This design comes from an exercise in tuning for small area, a short achievable clock period and few clock cycles per item on the open sky130 flow, not from production work.
Function was checked by simulation only, so behaviour that the tests miss may differ from the original.

**design/flow/design.v**
```verilog
package hpq_pkg;
    localparam int VALUE_W  = 32;
    localparam int COUNT_W  = 8;
    localparam int STATUS_W = 2;
    typedef logic signed [VALUE_W-1:0] value_t;
    typedef enum logic
    {
        OP_INSERT = 1'b0,
        OP_REMOVE = 1'b1
    } op_t;
    typedef enum logic [STATUS_W-1:0]
    {
        STATUS_DONE  = 2'd0,
        STATUS_EMPTY = 2'd1,
        STATUS_FULL  = 2'd2
    } status_t;
    typedef enum logic [2:0]
    {
        ST_IDLE,
        ST_LAST,
        ST_UP,
        ST_DOWN,
        ST_PUT,
        ST_DONE
    } state_t;
    typedef struct packed
    {
        value_t               top_value;
        logic                 top_valid;
        logic [COUNT_W-1:0]   entry_count;
        status_t              status;
    } res_t;
endpackage
module hpq_mem #(
    parameter int AW = 7
) (
    input  logic                clk,
    input  logic                wr_en,
    input  logic [AW-1:0]       wr_addr,
    input  hpq_pkg::value_t     wr_data,
    input  logic [AW-1:0]       rd_addr_a,
    input  logic [AW-1:0]       rd_addr_b,
    output hpq_pkg::value_t     rd_data_a,
    output hpq_pkg::value_t     rd_data_b
);
    localparam int ROWS = 1 << (AW - 1);
    hpq_pkg::value_t even_reg [ROWS];
    hpq_pkg::value_t odd_reg  [ROWS];
    hpq_pkg::value_t rd_even_reg;
    hpq_pkg::value_t rd_odd_reg;
    logic            rd_sel_reg;
    logic [AW:0]     wr_pos;
    logic [AW:0]     rd_pos;
    logic [AW-2:0]   wr_row;
    logic [AW-2:0]   rd_row;
    assign wr_pos = {1'b0, wr_addr} + 1'b1;
    assign rd_pos = {1'b0, rd_addr_a} + 1'b1;
    assign wr_row = wr_pos[AW-1:1];
    assign rd_row = rd_pos[AW-1:1];
    always_ff @(posedge clk)
    begin
        if (wr_en && !wr_pos[0])
        begin
            even_reg[wr_row] <= wr_data;
        end
        if (wr_en && wr_pos[0])
        begin
            odd_reg[wr_row] <= wr_data;
        end
        rd_even_reg <= even_reg[rd_row];
        rd_odd_reg  <= odd_reg[rd_row];
        rd_sel_reg  <= rd_pos[0];
    end
    assign rd_data_a = rd_sel_reg ? rd_odd_reg : rd_even_reg;
    assign rd_data_b = rd_odd_reg;
endmodule
module hpq_ctrl #(
    parameter int CAPACITY = 128,
    parameter int AW       = 7
) (
    input  logic                clk,
    input  logic                rst_n,
    input  logic                req_valid,
    output logic                req_ready,
    input  logic                req_opcode,
    input  hpq_pkg::value_t     req_value,
    output logic                res_valid,
    input  logic                res_ready,
    output hpq_pkg::res_t       res,
    output logic                wr_en,
    output logic [AW-1:0]       wr_addr,
    output hpq_pkg::value_t     wr_data,
    output logic [AW-1:0]       rd_addr_a,
    output logic [AW-1:0]       rd_addr_b,
    input  hpq_pkg::value_t     rd_data_a,
    input  hpq_pkg::value_t     rd_data_b
);
    localparam int CW = $clog2(CAPACITY + 1);
    hpq_pkg::state_t    state_reg, state_next;
    logic [CW-1:0]      count_reg, count_next;
    logic [CW-1:0]      pos_reg, pos_next;
    hpq_pkg::value_t    val_reg, val_next;
    hpq_pkg::value_t    top_reg, top_next;
    hpq_pkg::status_t   status_reg, status_next;
    logic [CW-1:0]      new_pos;
    logic [CW-1:0]      parent_pos;
    logic [CW:0]        left_w;
    logic [CW:0]        right_w;
    logic [CW:0]        count_w;
    logic [CW-1:0]      pick_pos;
    logic [CW:0]        next_left_w;
    hpq_pkg::value_t    pick_val;
    logic [CW+7:0]      count_ext;
    always_ff @(posedge clk or negedge rst_n)
    begin
        if (!rst_n)
        begin
            state_reg  <= hpq_pkg::ST_IDLE;
            count_reg  <= '0;
            status_reg <= hpq_pkg::STATUS_DONE;
        end
        else
        begin
            state_reg  <= state_next;
            count_reg  <= count_next;
            status_reg <= status_next;
        end
    end
    always_ff @(posedge clk)
    begin
        pos_reg <= pos_next;
        val_reg <= val_next;
        top_reg <= top_next;
    end
    assign new_pos     = CW'(count_reg + 1'b1);
    assign parent_pos  = pos_reg >> 1;
    assign left_w      = {pos_reg, 1'b0};
    assign right_w     = left_w + 1'b1;
    assign count_w     = {1'b0, count_reg};
    assign next_left_w = {pick_pos, 1'b0};
    always_comb
    begin
        if (right_w <= count_w && rd_data_a < rd_data_b)
        begin
            pick_pos = CW'(right_w);
            pick_val = rd_data_b;
        end
        else
        begin
            pick_pos = CW'(left_w);
            pick_val = rd_data_a;
        end
    end
    assign req_ready = (state_reg == hpq_pkg::ST_IDLE);
    always_comb
    begin
        state_next  = state_reg;
        count_next  = count_reg;
        pos_next    = pos_reg;
        val_next    = val_reg;
        top_next    = top_reg;
        status_next = status_reg;
        wr_en       = 1'b0;
        wr_addr     = AW'(pos_reg - 1'b1);
        wr_data     = val_reg;
        rd_addr_a   = '0;
        rd_addr_b   = '0;
        res_valid   = 1'b0;
        unique case (state_reg)
            hpq_pkg::ST_IDLE:
            begin
                if (req_valid)
                begin
                    status_next = hpq_pkg::STATUS_DONE;
                    if (req_opcode == hpq_pkg::OP_INSERT)
                    begin
                        if (count_reg == CW'(CAPACITY))
                        begin
                            status_next = hpq_pkg::STATUS_FULL;
                            state_next  = hpq_pkg::ST_DONE;
                        end
                        else
                        begin
                            count_next = new_pos;
                            pos_next   = new_pos;
                            val_next   = req_value;
                            rd_addr_a  = AW'((new_pos >> 1) - 1'b1);
                            state_next = (count_reg == '0) ? hpq_pkg::ST_PUT
                                                           : hpq_pkg::ST_UP;
                        end
                    end
                    else
                    begin
                        if (count_reg == '0)
                        begin
                            status_next = hpq_pkg::STATUS_EMPTY;
                            state_next  = hpq_pkg::ST_DONE;
                        end
                        else
                        begin
                            rd_addr_a  = AW'(count_reg - 1'b1);
                            count_next = CW'(count_reg - 1'b1);
                            state_next = hpq_pkg::ST_LAST;
                        end
                    end
                end
            end
            hpq_pkg::ST_LAST:
            begin
                val_next = rd_data_a;
                pos_next = CW'(1);
                if (count_reg == '0)
                begin
                    state_next = hpq_pkg::ST_DONE;
                end
                else
                begin
                    rd_addr_a  = AW'(1);
                    rd_addr_b  = AW'(2);
                    state_next = hpq_pkg::ST_DOWN;
                end
            end
            hpq_pkg::ST_UP:
            begin
                wr_en = 1'b1;
                if (val_reg > rd_data_a)
                begin
                    wr_data  = rd_data_a;
                    pos_next = parent_pos;
                    if (parent_pos == CW'(1))
                    begin
                        state_next = hpq_pkg::ST_PUT;
                    end
                    else
                    begin
                        rd_addr_a = AW'((parent_pos >> 1) - 1'b1);
                    end
                end
                else
                begin
                    state_next = hpq_pkg::ST_DONE;
                end
            end
            hpq_pkg::ST_DOWN:
            begin
                wr_en = 1'b1;
                if (left_w > count_w || !(val_reg < pick_val))
                begin
                    if (pos_reg == CW'(1))
                    begin
                        top_next = val_reg;
                    end
                    state_next = hpq_pkg::ST_DONE;
                end
                else
                begin
                    wr_data = pick_val;
                    if (pos_reg == CW'(1))
                    begin
                        top_next = pick_val;
                    end
                    pos_next  = pick_pos;
                    rd_addr_a = AW'(next_left_w - 1'b1);
                    rd_addr_b = AW'(next_left_w);
                end
            end
            hpq_pkg::ST_PUT:
            begin
                wr_en      = 1'b1;
                top_next   = val_reg;
                state_next = hpq_pkg::ST_DONE;
            end
            hpq_pkg::ST_DONE:
            begin
                res_valid = 1'b1;
                if (res_ready)
                begin
                    state_next = hpq_pkg::ST_IDLE;
                end
            end
            default:
            begin
                state_next = hpq_pkg::ST_IDLE;
            end
        endcase
    end
    assign count_ext       = (CW + 8)'(count_reg);
    assign res.top_value   = (count_reg != '0) ? top_reg : '0;
    assign res.top_valid   = (count_reg != '0);
    assign res.entry_count = count_ext[7:0];
    assign res.status      = status_reg;
endmodule
module max_heap_priority_queue_top #(
    parameter int CAPACITY = 128
) (
    input  logic        clk,
    input  logic        rst_n,
    input  logic        req_valid,
    output logic        req_ready,
    input  logic        req_opcode,
    input  logic [31:0] req_value,
    output logic        rsp_valid,
    input  logic        rsp_ready,
    output logic [31:0] rsp_top_value,
    output logic        rsp_top_valid,
    output logic [7:0]  rsp_entry_count,
    output logic [1:0]  rsp_status
);
    localparam int AW = $clog2(CAPACITY);
    logic               res_valid;
    logic               res_ready;
    hpq_pkg::res_t      res;
    logic               wr_en;
    logic [AW-1:0]      wr_addr;
    hpq_pkg::value_t    wr_data;
    logic [AW-1:0]      rd_addr_a;
    logic [AW-1:0]      rd_addr_b;
    hpq_pkg::value_t    rd_data_a;
    hpq_pkg::value_t    rd_data_b;
    logic               rsp_valid_reg;
    hpq_pkg::res_t      rsp_data_reg;
    hpq_ctrl #(
        .CAPACITY (CAPACITY),
        .AW       (AW)
    ) u_ctrl (
        .clk       (clk),
        .rst_n     (rst_n),
        .req_valid (req_valid),
        .req_ready (req_ready),
        .req_opcode(req_opcode),
        .req_value (req_value),
        .res_valid (res_valid),
        .res_ready (res_ready),
        .res       (res),
        .wr_en     (wr_en),
        .wr_addr   (wr_addr),
        .wr_data   (wr_data),
        .rd_addr_a (rd_addr_a),
        .rd_addr_b (rd_addr_b),
        .rd_data_a (rd_data_a),
        .rd_data_b (rd_data_b)
    );
    hpq_mem #(
        .AW (AW)
    ) u_mem (
        .clk       (clk),
        .wr_en     (wr_en),
        .wr_addr   (wr_addr),
        .wr_data   (wr_data),
        .rd_addr_a (rd_addr_a),
        .rd_addr_b (rd_addr_b),
        .rd_data_a (rd_data_a),
        .rd_data_b (rd_data_b)
    );
    assign res_ready = !rsp_valid_reg || rsp_ready;
    always_ff @(posedge clk or negedge rst_n)
    begin
        if (!rst_n)
        begin
            rsp_valid_reg <= 1'b0;
        end
        else if (res_ready)
        begin
            rsp_valid_reg <= res_valid;
        end
    end
    always_ff @(posedge clk)
    begin
        if (res_valid && res_ready)
        begin
            rsp_data_reg <= res;
        end
    end
    assign rsp_valid       = rsp_valid_reg;
    assign rsp_top_value   = rsp_data_reg.top_value;
    assign rsp_top_valid   = rsp_data_reg.top_valid;
    assign rsp_entry_count = rsp_data_reg.entry_count;
    assign rsp_status      = rsp_data_reg.status;
endmodule
```
**design/flow/run.sh**
```bash
#!/bin/bash
# synth_recipe.tcl (not shown) runs the flow's synth.tcl, then flattens the netlist and writes it again
# the make line also repeats each setting of config.mk as NAME=value (left out here)
make -C /OpenROAD-flow-scripts/flow DESIGN_CONFIG=/design/flow/config.mk WORK_HOME=/design/flow/orfs CLKGATE_MAP_FILE= SYNTH_SCRIPT=/design/flow/synth_recipe.tcl finish
```
**design/flow/config.mk**
```make
export PLATFORM = sky130hd
export DESIGN_NAME = max_heap_priority_queue_top
export DESIGN_NICKNAME = max_heap_priority_queue_top
export VERILOG_FILES = /design/flow/design.v
export SDC_FILE = /design/flow/constraint.sdc
export NUM_CORES = 4
export LEC_CHECK = 0
export CAP_MARGIN = 20
export CORE_MARGIN = 2
export CORE_UTILIZATION = 30
export PLACE_DENSITY = 0.4
export SLEW_MARGIN = 20
```
**design/flow/constraint.sdc**
```tcl
create_clock -name core_clock -period 10.0 [get_ports {clk}]
set_input_delay 2.0000 -clock core_clock [delete_from_list [all_inputs] [get_ports {clk}]]
set_output_delay 2.0000 -clock core_clock [all_outputs]
set_load 0.01 [all_outputs]
```
==> impl_metrics.json <==
{
  "status": "timing/DRC/antenna clean",
  "numCtsBuffers": 457,
  "ys_types": 86,
  "min_path_type": "flop to flop",
  "firstDrtPassIters": 6,
  "syn2layout_area_growth_pct": 17.5,
  "drtIter0Drc": 10700,
  "path_max_fanout": 28,
  "critPathKind": "flop to flop",
  "clock-root-buffer": "clkbuf_16",
  "drcViolationCount": 0,
  "htree_num_levels": 5,
  "die_h_um": 754,
  "worstReg2RegEnd": "u_mem.rd_odd_reg[5]$_DFF_P_",
  "r2r_start": "u_mem.rd_sel_reg$_DFF_P_",
  "die_w_um": 754,
  "start_kind": "flop",
  "port_buffers": 81,
  "dr.max_layer_used": "met5",
  "clock_sinks": 4290,
  "grt.total_usage_pct": 20.0,
  "drive_above_1_share_pct": 22.2,
  "fin_worst_skew_ps": 49.7,
  "maxCapViolations": 0,
  "vias": 92200,
  "ff2ff_path_depth": 31,
  "worst_pin_slew_ps": 1180,
  "met3_length_um": 36300,
  "grt_pass1_vias": 91900,
  "synth_area_sq_um": 169000,
  "grt-ovfl-total": 0,
  "arrival_ps": 10580,
  "avgViaCountPerCell": 5.25,
  "hold_viol_final": 0,
  "synthFlopType": "edfxtp_1",
  "hold_buffers": 0,
  "dieArea_sq_um": 568000,
  "ant_nets": 0,
  "wl_met1_um": 265000,
  "post-route-period-util_pct": 97.2,
  "gp_congestion": 0.847,
  "cp.required_ps": 10870,
  "syn_nets": 9350,
  "path_clk_slew_ps": 70,
  "final_max_slew_viol_count": 0,
  "initial_core_util_pct": 30.1,
  "insertion_delay_ps": 1030,
  "route.met2.wl_um": 268000,
  "cp-end-kind": "flop",
  "startpoint": "u_mem.rd_sel_reg$_DFF_P_",
  "core.rowCount": 275,
  "whs_path_depth": 0,
  "ys_seq_area_share_pct": 75.9,
  "holdWs_ps": 444,
  "grt_max_degree": 129,
  "core_sq_um": 561000,
  "layout.nets": 9809,
  "ios": 82,
  "cts_tree": "done",
  "setup_viol": 0,
  "synth_edf_count": 4211,
  "period_minus_slack_ps": 9720,
  "antenna_found_initial": 50,
  "dp_hpwl_um": 344000,
  "crit_path_end": "u_mem.rd_odd_reg[5]$_DFF_P_",
  "synthCells": 9202,
  "yosysWarningCount": 3,
  "avgSynthCellArea_sq_um": 18.3,
  "max_stage_delay_ps": 760,
  "cp_slowest_cell": "a31oi_2",
  "synthArstFlopShare_pct": 0.326,
  "max_freq_mhz": 103,
  "min_from": "u_ctrl.status_reg[1]$_DFFE_PN0P_",
  "wirelength_um": 583000,
  "ys_ff_latch": 4290,
  "regToRegSetupSlack_ps": 280,
  "slew_headroom_pct": 21.6,
  "cts_max_path_buffers": 4,
  "tns_ps": 0,
  "grt_pass1_wl_um": 796000,
  "post_drt_wl_per_cell_um": 33.2
}
==> worst min path at each step <==
stage	to	slack (ps)
after global routing	rsp_data_reg[0]$_DFFE_PP_	460
after floorplan	rsp_data_reg[4]$_DFFE_PP_	420
after detailed placement	rsp_data_reg[1]$_DFFE_PP_	440
after global placement	rsp_data_reg[1]$_DFFE_PP_	440
final	rsp_data_reg[1]$_DFFE_PP_	440
after CTS	rsp_data_reg[1]$_DFFE_PP_	450
==> routing by layer <==
metal | vias up | GRT usage, %
met5 | - | 0
met4 | 6 | 4.35
met3 | 580 | 2.89
met2 | 3194 | 31.4
met1 | 50500 | 29.5
li1 | 37900 | -
==> cell usage in the layout (no fill, tap or decap), types with 47 or more instances in the layout <==
cell type           n
a21oi_1           157
a31oi_1           169
a32oi_1           108
and2_1             47
buf_12            110
buf_4             343
clkbuf_1           99
clkbuf_16         465
clkdlybuf4s50_1    81
clkinv_1           92
clkinv_2           97
dfxtp_1            62
edfxtp_1         4211
ha_1              110
inv_1              86
mux2i_1           224
mux4_2            843
nand2_1          1284
nand3_1           277
nand4_1           141
nor2_1            188
nor2_4            130
nor3_1             50
o21ai_0           171
o22ai_1            64
==> kinds of logic after synthesis <==
family | after synthesis | share of synthesized area, %
xor gates and xnor gates | 35 | 0.191
DFF | 4290 | 75.9
muxes | 1081 | 12.7
AOI/OAI and AO/OA | 847 | 3.21
buffers and inverters | 629 | 1.55
and+or+nand+nor | 2209 | 5.60
adders and majority gates | 111 | 0.823
==> cell usage after synthesis (141+ instances only) <==
cell         n  area share [%]
o21ai_0    205            0.61
nand3_1    279            0.83
nand2_1   1295             2.9
clkbuf_1   324            0.72
nor2_1     318            0.71
a21oi_1    160            0.47
buf_2      165            0.49
a31oi_1    184            0.68
edfxtp_1  4211              75
mux2i_1    228             1.4
mux4_2     843              11
nand4_1    141            0.52
==> cell type report <==
cell class,count,area (sq um)
Fill cell,52400,362000
Sequential cell,4290,128000
Multi-Input combinational cell,4285,39700
Clock buffer,581,12200
Tap cell,7479,9360
Timing Repair Buffer,539,5710
Clock inverter,275,2690
Inverter,88,330
Antenna cell,24,60.1
==> metrics by stage <==
stage	util [%]	setup slack, ps	area [sq um]	cells
6_report	35.4	283	198000	17600
3_5_place_dp	32.6	-776	183000	16700
5_1_grt	35.3	-77.1	198000	17500
3_3_place_gp	32.6	-1120	183000	16700
2_1_floorplan	-	-1790	169000	9202
4_1_cts	35.3	12.3	198000	17500
==> worst max-delay path: cells and delay by family, from the launching register on <==
kind,cells,cell delay [ps]
AND/OR/NAND/NOR,8,1940
XOR/XNOR,1,190
AO/OA/AOI/OAI,13,3900
buffers and inverters,5,1290
multiplexers,1,730
flip-flops,1,580
adder cells (fa/ha/maj),3,850
==> repair_timing <==
action	CTS	global route
pin swaps	1	3
gates resized for setup	11	24
endpoints found under the setup margin	61	54
gates cloned	1	1
buffers inserted	0	7
Testbench counts, summed over its fixed seeds: cycles 75,834, items 12,000.

[port drivers added, routing unchanged]
In the flow no input, the clock included, has a driving cell. The finished layout below was timed again as built, in two steps. Step 1 assumes that a clkbuf_16 drives the clock port and a buf_2 every other input. Step 2 moves the port delays by t, midway between the first and last clock arrival at a register: inputs arrive t later, outputs are due t later. That takes back most of the time a late clock gives input paths. a / b / c = no drivers / after step 1 / after step 2; a / b = the first two.
t (ns): 1.129
setup slack, ns: 0.283 / 0.283 / 0.283
slew at the worst register clock pin (ns): 0.07 / 0.07
worst data-port slew with drivers (ns): 0.09
After both steps setup and hold are still met in this run. For this run, drivers alone change the setup slack by 0.000 ns; drivers and shift together by 0.000 ns.
